This is an optimization exercise on Yosys and OpenROAD, whose aim is small area and a short achievable clock period, not a production implementation.
Where RTL was checked, it was by simulation tests only, not by an equivalence proof against the original.
No activity file was given, so power comes from the tool's default toggle rates.

==> inputs of trial 76 <==
==> flow/design.v <==
module line_window_feeder #(
  parameter int DATA_W    = 8,
  parameter int MAX_WIDTH = 256,
  parameter int ADDR_W    = 8
) (
  input  logic              clk,
  input  logic              rst_n,
  input  logic              frame_start,
  input  logic [ADDR_W-1:0] img_width,
  input  logic [ADDR_W-1:0] img_height,
  input  logic              in_valid,
  input  logic [DATA_W-1:0] in_pixel,
  output logic              in_ready,
  output logic              validData,
  output logic              start,
  output logic [DATA_W-1:0] pixel_in1,
  output logic [DATA_W-1:0] pixel_in2,
  output logic [DATA_W-1:0] pixel_in3,
  output logic [ADDR_W-1:0] col_addr,
  output logic              frame_done,
  output logic              cfg_err
);
  logic              busy_q, busy_d;
  logic              row1_q, row1_d;
  logic              stream_q, stream_d;
  logic              first_q, first_d;      
  logic [ADDR_W-1:0] width_q, width_d;      
  logic [ADDR_W-1:0] col_q, col_d;          
  logic              lastc_q, lastc_d;      
  logic [ADDR_W-1:0] rows_q, rows_d;        
  logic              cfg_err_q, cfg_err_d;
  logic              valid_q, valid_d;
  logic              start_q, start_d;
  logic              done_q, done_d;
  logic [DATA_W-1:0] p1_q, p1_d;
  logic [DATA_W-1:0] p2_q, p2_d;
  logic [DATA_W-1:0] p3_q, p3_d;
  logic [ADDR_W-1:0] caddr_q, caddr_d;
  logic [DATA_W-1:0] line_b_out;    
  logic [DATA_W-1:0] line_a_out;    
  logic accept;
  logic dims_ok;
  logic last_row;
  logic emit;
  assign in_ready = busy_q;
  assign accept   = in_valid & busy_q;
  assign emit     = in_valid & stream_q;
  assign last_row = (rows_q == '0);
  assign dims_ok  = (img_width >= ADDR_W'(3)) && (img_height >= ADDR_W'(3));
  always_comb begin
    busy_d    = busy_q;
    row1_d    = row1_q;
    stream_d  = stream_q;
    first_d   = first_q;
    width_d   = width_q;
    col_d     = col_q;
    lastc_d   = lastc_q;
    rows_d    = rows_q;
    cfg_err_d = cfg_err_q;
    p1_d      = p1_q;
    p2_d      = p2_q;
    p3_d      = p3_q;
    caddr_d   = caddr_q;
    valid_d   = emit;
    start_d   = emit & first_q;
    done_d    = emit & lastc_q & last_row;
    if (accept) begin
      if (lastc_q) begin
        col_d   = '0;
        lastc_d = 1'b0;
        rows_d  = rows_q - 1'b1;
        if (stream_q) begin
          if (last_row) begin
            busy_d   = 1'b0;
            stream_d = 1'b0;
          end
        end else if (row1_q) begin
          row1_d   = 1'b0;
          stream_d = 1'b1;
        end else begin
          row1_d   = 1'b1;
        end
      end else begin
        col_d   = col_q + 1'b1;
        lastc_d = ({1'b0, col_q} + 2'd2 == {1'b0, width_q});
      end
    end
    if (emit) begin
      first_d = 1'b0;
      p1_d    = line_a_out;
      p2_d    = line_b_out;
      p3_d    = in_pixel;
      caddr_d = col_q;
    end
    if (frame_start && !busy_q) begin
      if (dims_ok) begin
        busy_d    = 1'b1;
        row1_d    = 1'b0;
        stream_d  = 1'b0;
        first_d   = 1'b1;
        width_d   = img_width;
        col_d     = '0;
        lastc_d   = 1'b0;
        rows_d    = img_height - 1'b1;
        cfg_err_d = 1'b0;
      end else begin
        cfg_err_d = 1'b1;
      end
    end
  end
  always_ff @(posedge clk or negedge rst_n) begin
    if (!rst_n) begin
      busy_q    <= 1'b0;
      row1_q    <= 1'b0;
      stream_q  <= 1'b0;
      cfg_err_q <= 1'b0;
      valid_q   <= 1'b0;
      start_q   <= 1'b0;
      done_q    <= 1'b0;
      p1_q      <= '0;
      p2_q      <= '0;
      p3_q      <= '0;
      caddr_q   <= '0;
    end else begin
      busy_q    <= busy_d;
      row1_q    <= row1_d;
      stream_q  <= stream_d;
      cfg_err_q <= cfg_err_d;
      valid_q   <= valid_d;
      start_q   <= start_d;
      done_q    <= done_d;
      p1_q      <= p1_d;
      p2_q      <= p2_d;
      p3_q      <= p3_d;
      caddr_q   <= caddr_d;
    end
  end
  always_ff @(posedge clk) begin
    first_q <= first_d;
    width_q <= width_d;
    col_q   <= col_d;
    lastc_q <= lastc_d;
    rows_q  <= rows_d;
  end
  lwf_delay_line #(.DATA_W(DATA_W), .LEN_W(ADDR_W)) u_line_b (
    .clk(clk), .shift(in_valid), .len(width_q), .din(in_pixel), .dout(line_b_out)
  );
  lwf_delay_line #(.DATA_W(DATA_W), .LEN_W(ADDR_W)) u_line_a (
    .clk(clk), .shift(in_valid), .len(width_q), .din(line_b_out), .dout(line_a_out)
  );
  assign validData  = valid_q;
  assign start      = start_q;
  assign frame_done = done_q;
  assign pixel_in1  = p1_q;
  assign pixel_in2  = p2_q;
  assign pixel_in3  = p3_q;
  assign col_addr   = caddr_q;
  assign cfg_err    = cfg_err_q;
endmodule
module lwf_delay_line #(
  parameter int DATA_W = 8,
  parameter int LEN_W  = 8
) (
  input  logic              clk,
  input  logic              shift,
  input  logic [LEN_W-1:0]  len,
  input  logic [DATA_W-1:0] din,
  output logic [DATA_W-1:0] dout
);
  logic [DATA_W-1:0] seg_in  [LEN_W+1];
  logic [DATA_W-1:0] seg_out [LEN_W];
  for (genvar k = 0; k <= LEN_W; k++) begin : g_sel
    always_comb begin
      logic none;
      seg_in[k] = '0;
      none = 1'b1;
      for (int i = k - 1; i >= 0; i--) begin
        if (len[i] && none) seg_in[k] = seg_in[k] | seg_out[i];
        none = none & ~len[i];
      end
      if (none && k < LEN_W) seg_in[k] = seg_in[k] | din;
    end
  end
  for (genvar k = 0; k < LEN_W; k++) begin : g_seg
    logic [DATA_W-1:0] st [2**k];
    always_ff @(posedge clk) begin
      if (shift) begin
        st[0] <= seg_in[k];
        for (int i = 1; i < 2**k; i++) st[i] <= st[i-1];
      end
    end
    assign seg_out[k] = st[2**k-1];
  end
  assign dout = seg_in[LEN_W];
endmodule
==> flow/flow/run.sh <==
#!/bin/bash
# Own flow: the standard ORFS flow, with one hook before detailed placement that puts
# each flip-flop driving an output port next to that port's output buffer.
set -euo pipefail
here=$(pwd)
export PRE_DETAIL_PLACE_TCL=$here/flow/pre_dpl.tcl
bash standard.sh synth > synth.log 2>&1
bash standard.sh floorplan > floorplan.log 2>&1
bash standard.sh place > place.log 2>&1
bash standard.sh cts > cts.log 2>&1
bash standard.sh route > route.log 2>&1
bash standard.sh finish > finish.log 2>&1
==> flow/flow/pre_dpl.tcl <==
# Move every flip-flop that drives an output port's buffer next to that buffer (the buffer
# sits at the port), together with the cell that drives the flip-flop's D input when that
# cell feeds nothing else (the hold/load multiplexer). Detailed placement then legalizes
# the moved cells.
set block [ord::get_db_block]
proc driver_of {net} {
  foreach it [$net getITerms] {
    if {[$it isOutputSignal]} { return $it }
  }
  return ""
}
set moved 0
foreach bterm [$block getBTerms] {
  if {[$bterm getIoType] ne "OUTPUT"} { continue }
  set net [$bterm getNet]
  if {$net eq "NULL"} { continue }
  set drv [driver_of $net]
  if {$drv eq ""} { continue }
  set buf [$drv getInst]
  set in_net ""
  foreach it [$buf getITerms] {
    if {[$it isInputSignal]} { set in_net [$it getNet] }
  }
  if {$in_net eq "" || $in_net eq "NULL"} { continue }
  set src [driver_of $in_net]
  if {$src eq ""} { continue }
  set ff [$src getInst]
  if {![string match "*__df*" [[$ff getMaster] getName]]} { continue }
  set loc [$buf getLocation]
  $ff setLocation [lindex $loc 0] [lindex $loc 1]
  incr moved
  # the flip-flop's D driver, if it drives only this flip-flop
  set dterm [$ff findITerm D]
  if {$dterm eq "NULL"} { continue }
  set dnet [$dterm getNet]
  if {$dnet eq "NULL"} { continue }
  set dd [driver_of $dnet]
  if {$dd eq ""} { continue }
  if {[llength [$dnet getITerms]] != 2} { continue }
  set dinst [$dd getInst]
  if {[string match "*__df*" [[$dinst getMaster] getName]]} { continue }
  $dinst setLocation [lindex $loc 0] [lindex $loc 1]
}
puts "pre_dpl: moved $moved output flip-flops next to their port buffers"
==> flow/standard.sh <==
#!/bin/bash
# synth_recipe.tcl (not shown) runs the flow's synth.tcl, then flattens the netlist and writes it again
# the make line also repeats each setting of config.mk as NAME=value (left out here)
make -C /OpenROAD-flow-scripts/flow DESIGN_CONFIG=/design/flow/config.mk WORK_HOME=/design/flow/orfs CLKGATE_MAP_FILE= SYNTH_SCRIPT=/design/flow/synth_recipe.tcl "${@:-finish}"
==> flow/config.mk <==
export PLATFORM = sky130hd
export DESIGN_NAME = line_window_feeder
export DESIGN_NICKNAME = line_window_feeder
export VERILOG_FILES = /design/flow/design.v
export SDC_FILE = /design/flow/constraint.sdc
export NUM_CORES = 4
export LEC_CHECK = 0
export CAP_MARGIN = 20
export CORE_MARGIN = 2
export CORE_UTILIZATION = 70
export CTS_CLUSTER_DIAMETER = 80
export CTS_CLUSTER_SIZE = 30
export SETUP_SLACK_MARGIN = 3.6
export SLEW_MARGIN = 20
==> flow/constraint.sdc <==
create_clock -name core_clock -period 6.0 [get_ports {clk}]
set_input_delay 1.2000 -clock core_clock [delete_from_list [all_inputs] [get_ports {clk}]]
set_output_delay 1.2000 -clock core_clock [all_outputs]
set_load 0.01 [all_outputs]
==> build 48: changes against trial 76 <==
--- a/flow/design.v
+++ b/flow/design.v
@@ -24,7 +24,9 @@
   logic              row1_q, row1_d;
   logic              stream_q, stream_d;
   logic              first_q, first_d;      
-  logic [ADDR_W-1:0] width_q, width_d;      
+  logic [ADDR_W-1:0] seg_en_q, seg_en_d;    
+  logic [ADDR_W-1:0] wm1;                   
+  logic [ADDR_W-1:0] img_wm1;
   logic [ADDR_W-1:0] col_q, col_d;          
   logic              lastc_q, lastc_d;      
   logic [ADDR_W-1:0] rows_q, rows_d;        
@@ -36,8 +38,9 @@
   logic [DATA_W-1:0] p2_q, p2_d;
   logic [DATA_W-1:0] p3_q, p3_d;
   logic [ADDR_W-1:0] caddr_q, caddr_d;
-  logic [DATA_W-1:0] line_b_out;    
-  logic [DATA_W-1:0] line_a_out;    
+  logic [DATA_W-1:0] var_b_out, var_a_out;
+  logic [DATA_W-1:0] mid_q;         
+  logic [DATA_W-1:0] end_q;         
   logic accept;
   logic dims_ok;
   logic last_row;
@@ -47,12 +50,15 @@
   assign emit     = in_valid & stream_q;
   assign last_row = (rows_q == '0);
   assign dims_ok  = (img_width >= ADDR_W'(3)) && (img_height >= ADDR_W'(3));
+  assign img_wm1  = img_width - 1'b1;
+  assign wm1      = seg_en_q[ADDR_W-1] ? {1'b0, seg_en_q[ADDR_W-2:0]} + ADDR_W'(127)
+                                       : {1'b0, seg_en_q[ADDR_W-2:0]};
   always_comb begin
     busy_d    = busy_q;
     row1_d    = row1_q;
     stream_d  = stream_q;
     first_d   = first_q;
-    width_d   = width_q;
+    seg_en_d  = seg_en_q;
     col_d     = col_q;
     lastc_d   = lastc_q;
     rows_d    = rows_q;
@@ -82,13 +88,13 @@
         end
       end else begin
         col_d   = col_q + 1'b1;
-        lastc_d = ({1'b0, col_q} + 2'd2 == {1'b0, width_q});
+        lastc_d = (col_q + 1'b1 == wm1);
       end
     end
     if (emit) begin
       first_d = 1'b0;
-      p1_d    = line_a_out;
-      p2_d    = line_b_out;
+      p1_d    = end_q;
+      p2_d    = mid_q;
       p3_d    = in_pixel;
       caddr_d = col_q;
     end
@@ -98,7 +104,8 @@
         row1_d    = 1'b0;
         stream_d  = 1'b0;
         first_d   = 1'b1;
-        width_d   = img_width;
+        seg_en_d  = (img_wm1 >= ADDR_W'(127)) ? {1'b1, 7'(img_wm1 - ADDR_W'(127))}
+                                               : {1'b0, img_wm1[ADDR_W-2:0]};
         col_d     = '0;
         lastc_d   = 1'b0;
         rows_d    = img_height - 1'b1;
@@ -137,17 +144,23 @@
   end
   always_ff @(posedge clk) begin
     first_q <= first_d;
-    width_q <= width_d;
+    seg_en_q <= seg_en_d;
     col_q   <= col_d;
     lastc_q <= lastc_d;
     rows_q  <= rows_d;
   end
-  lwf_delay_line #(.DATA_W(DATA_W), .LEN_W(ADDR_W)) u_line_b (
-    .clk(clk), .shift(in_valid), .len(width_q), .din(in_pixel), .dout(line_b_out)
+  lwf_delay_line #(.DATA_W(DATA_W)) u_line_b (
+    .clk(clk), .shift(in_valid), .seg_en(seg_en_q), .din(in_pixel), .dout(var_b_out)
   );
-  lwf_delay_line #(.DATA_W(DATA_W), .LEN_W(ADDR_W)) u_line_a (
-    .clk(clk), .shift(in_valid), .len(width_q), .din(line_b_out), .dout(line_a_out)
+  lwf_delay_line #(.DATA_W(DATA_W)) u_line_a (
+    .clk(clk), .shift(in_valid), .seg_en(seg_en_q), .din(mid_q), .dout(var_a_out)
   );
+  always_ff @(posedge clk) begin
+    if (in_valid) begin
+      mid_q <= var_b_out;
+      end_q <= var_a_out;
+    end
+  end
   assign validData  = valid_q;
   assign start      = start_q;
   assign frame_done = done_q;
@@ -158,38 +171,26 @@
   assign cfg_err    = cfg_err_q;
 endmodule
 module lwf_delay_line #(
-  parameter int DATA_W = 8,
-  parameter int LEN_W  = 8
+  parameter int DATA_W = 8
 ) (
   input  logic              clk,
   input  logic              shift,
-  input  logic [LEN_W-1:0]  len,
+  input  logic [7:0]        seg_en,
   input  logic [DATA_W-1:0] din,
   output logic [DATA_W-1:0] dout
 );
-  logic [DATA_W-1:0] seg_in  [LEN_W+1];
-  logic [DATA_W-1:0] seg_out [LEN_W];
-  for (genvar k = 0; k <= LEN_W; k++) begin : g_sel
-    always_comb begin
-      logic none;
-      seg_in[k] = '0;
-      none = 1'b1;
-      for (int i = k - 1; i >= 0; i--) begin
-        if (len[i] && none) seg_in[k] = seg_in[k] | seg_out[i];
-        none = none & ~len[i];
-      end
-      if (none && k < LEN_W) seg_in[k] = seg_in[k] | din;
-    end
-  end
-  for (genvar k = 0; k < LEN_W; k++) begin : g_seg
-    logic [DATA_W-1:0] st [2**k];
+  logic [DATA_W-1:0] v [9];
+  assign v[0] = din;
+  for (genvar k = 0; k < 8; k++) begin : g_seg
+    localparam int LEN = (k == 7) ? 127 : 2**k;
+    logic [DATA_W-1:0] st [LEN];
     always_ff @(posedge clk) begin
       if (shift) begin
-        st[0] <= seg_in[k];
-        for (int i = 1; i < 2**k; i++) st[i] <= st[i-1];
+        st[0] <= v[k];
+        for (int i = 1; i < LEN; i++) st[i] <= st[i-1];
       end
     end
-    assign seg_out[k] = st[2**k-1];
+    assign v[k+1] = seg_en[k] ? st[LEN-1] : v[k];
   end
-  assign dout = seg_in[LEN_W];
+  assign dout = v[8];
 endmodule
==> flow/flow/run.sh (replaced) <==
#!/bin/bash
# Own flow: the standard ORFS flow, with one hook before detailed placement that puts
# each flip-flop driving an output port next to that port's output buffer, and one before
# pin placement that keeps the ports together.
set -euo pipefail
here=$(pwd)
export PRE_DETAIL_PLACE_TCL=$here/flow/pre_dpl.tcl
export PRE_IO_PLACEMENT_TCL=$here/flow/pre_io.tcl
bash standard.sh synth > synth.log 2>&1
bash standard.sh floorplan > floorplan.log 2>&1
bash standard.sh place > place.log 2>&1
bash standard.sh cts > cts.log 2>&1
bash standard.sh route > route.log 2>&1
bash standard.sh finish > finish.log 2>&1
==> flow/flow/pre_io.tcl (new file) <==
# Keep all ports together in the middle of the bottom edge, so the flip-flops and buffers
# at the ports (output registers, the shift-enable root, the emit logic) sit close together.
set block [ord::get_db_block]
set die [$block getDieArea]
set w [expr {[$die dx] / 1000.0}]
set x0 [expr {int($w * 0.35)}]
set x1 [expr {int($w * 0.65)}]
set_io_pin_constraint -region bottom:$x0-$x1 -pin_names [get_ports *]
puts "pre_io: ports on bottom:$x0-$x1"
CTS_CLUSTER_DIAMETER = 70   (was 80)
CTS_CLUSTER_SIZE = 32   (was 30)
==> build 3: changes against trial 76 <==
--- a/flow/design.v
+++ b/flow/design.v
@@ -178,7 +178,7 @@
         if (len[i] && none) seg_in[k] = seg_in[k] | seg_out[i];
         none = none & ~len[i];
       end
-      if (none && k < LEN_W) seg_in[k] = seg_in[k] | din;
+      if (none) seg_in[k] = seg_in[k] | din;
     end
   end
   for (genvar k = 0; k < LEN_W; k++) begin : g_seg
--- a/flow/flow/run.sh
+++ b/flow/flow/run.sh
@@ -4,6 +4,7 @@
 set -euo pipefail
 here=$(pwd)
 export PRE_DETAIL_PLACE_TCL=$here/flow/pre_dpl.tcl
+export PRE_RESIZE_TCL=$here/flow/pre_resize.tcl
 bash standard.sh synth > synth.log 2>&1
 bash standard.sh floorplan > floorplan.log 2>&1
 bash standard.sh place > place.log 2>&1
==> flow/flow/pre_dpl.tcl (replaced) <==
# Move every flip-flop that drives an output port's buffer next to that buffer (the buffer
# sits at the port). Detailed placement then legalizes the moved cells.
set block [ord::get_db_block]
set moved 0
foreach bterm [$block getBTerms] {
  if {[$bterm getIoType] ne "OUTPUT"} { continue }
  set net [$bterm getNet]
  if {$net eq "NULL"} { continue }
  set drv ""
  foreach it [$net getITerms] {
    if {[$it isOutputSignal]} { set drv $it }
  }
  if {$drv eq ""} { continue }
  set buf [$drv getInst]
  # the buffer's input net and the cell driving it
  set in_net ""
  foreach it [$buf getITerms] {
    if {[$it isInputSignal]} { set in_net [$it getNet] }
  }
  if {$in_net eq "" || $in_net eq "NULL"} { continue }
  set src ""
  foreach it [$in_net getITerms] {
    if {[$it isOutputSignal]} { set src [$it getInst] }
  }
  if {$src eq ""} { continue }
  if {![string match "*__df*" [[$src getMaster] getName]]} { continue }
  set loc [$buf getLocation]
  $src setLocation [lindex $loc 0] [lindex $loc 1]
  incr moved
}
puts "pre_dpl: moved $moved output flip-flops next to their port buffers"
==> flow/flow/pre_resize.tcl (new file) <==
# Limit fanout during repair_design so the high-fanout shift-enable net (in_valid, which
# reaches every line-buffer flip-flop) gets a proper buffer tree.
set_max_fanout 20 [current_design]
==> summary.txt <==
| metric | build 3 | build 48 | trial 76 |
|---|---|---|---|
| Outcome | finished clean | finished clean | finished clean |
| Post-layout instance area | 141000 µm² | 138000 µm² | 138000 µm² |
| Share of final layout cell area taken by non-clock buffers | 0.0325 | 0.0136 | 0.0156 |
| Worst path required time | 6.58 ns | 4.80 ns | 4.80 ns |
| Power consumed by the clock network | 12.9 mW | 13.5 mW | 12.4 mW |
| Global-route usage over all layers | 0.190 | 0.162 | 0.181 |
| Worst-case setup slack after placement | -2.00 ns | 2.19 ns | 1.47 ns |
| Data arrival, critical path | 3.26 ns | 1.39 ns | 1.39 ns |
| Hold Crit Endpoint | u_line_b.g_seg[2].st[3][6] | u_line_b.g_seg[5].st[25][0] | u_line_a.g_seg[6].st[41][2] |
| Inserted tap cell count | 2385 | 2370 | 2385 |
| Fraction of final layout cells sized beyond drive strength 1 | 0.136 | 0.0920 | 0.0832 |
| PostCTS Resize Cnt | 1055 | 204 | 266 |
| Capture point of the critical path | u_line_a.g_seg[5].st[0][3] | pixel_in2[1] | pixel_in1[6] |
| Core Rows | 157 | 156 | 157 |
| Min-delay src | u_line_b.g_seg[2].st[2][6] | u_line_b.g_seg[5].st[24][0] | u_line_a.g_seg[6].st[40][2] |
| Buffering stage count on the worst path with inverters included | 3 | 1 | 1 |
| Initial antenna violation count | 10 | 4 | 7 |
| Simple-gate share of the synthesized area | 0.0120 | 0.00534 | 0.0101 |
| CTS buffer count | 160 | 162 | 157 |
| Die Span Y | 432 µm | 431 µm | 432 µm |
| R2R Setup Slk | 3.31 ns | 3.69 ns | 3.57 ns |
| Later-pin clock latency in the skew report | 0.85 ns | 0.83 ns | 0.82 ns |
| LEAKAGE | 47.6 nW | 45.7 nW | 45.7 nW |
| Die Outline Area | 187000 µm² | 186000 µm² | 187000 µm² |
Function not checked in trial 76 and build 3: the RTL went through the layout flow alone.

separate check: timing with driven ports:
No port has a modelled driver above. Below, the same layouts with a new extraction and two added sets of constraints. Step 1: set_driving_cell puts a clkbuf_16 on clk and a buf_2 on each other input, an assumption about the parent block. Step 2 also shifts input and output timing later by t, the mid clock arrival at the registers, as if the neighbouring blocks saw the same clock. Three values: no drivers, after step 1, after step 2; two values: the first two.
| run | shift t [ns] | setup WS [ns] | hold WS [ns] |
|---|---|---|---|
| trial 76 | 0.897 | 3.413 / 3.324 / 2.572 | 0.416 / 0.410 / 0.416 |
| build 48 | 0.891 | 3.406 / 3.338 / 2.726 | 0.408 / 0.408 / 0.408 |
| build 3 | 0.914 | 3.314 / 3.296 / 2.579 | 0.406 / 0.406 / 0.406 |
After both steps every run listed still meets setup and hold. For trial 76, which loses most, drivers alone change the setup slack by -0.089 ns; drivers and shift together by -0.841 ns.
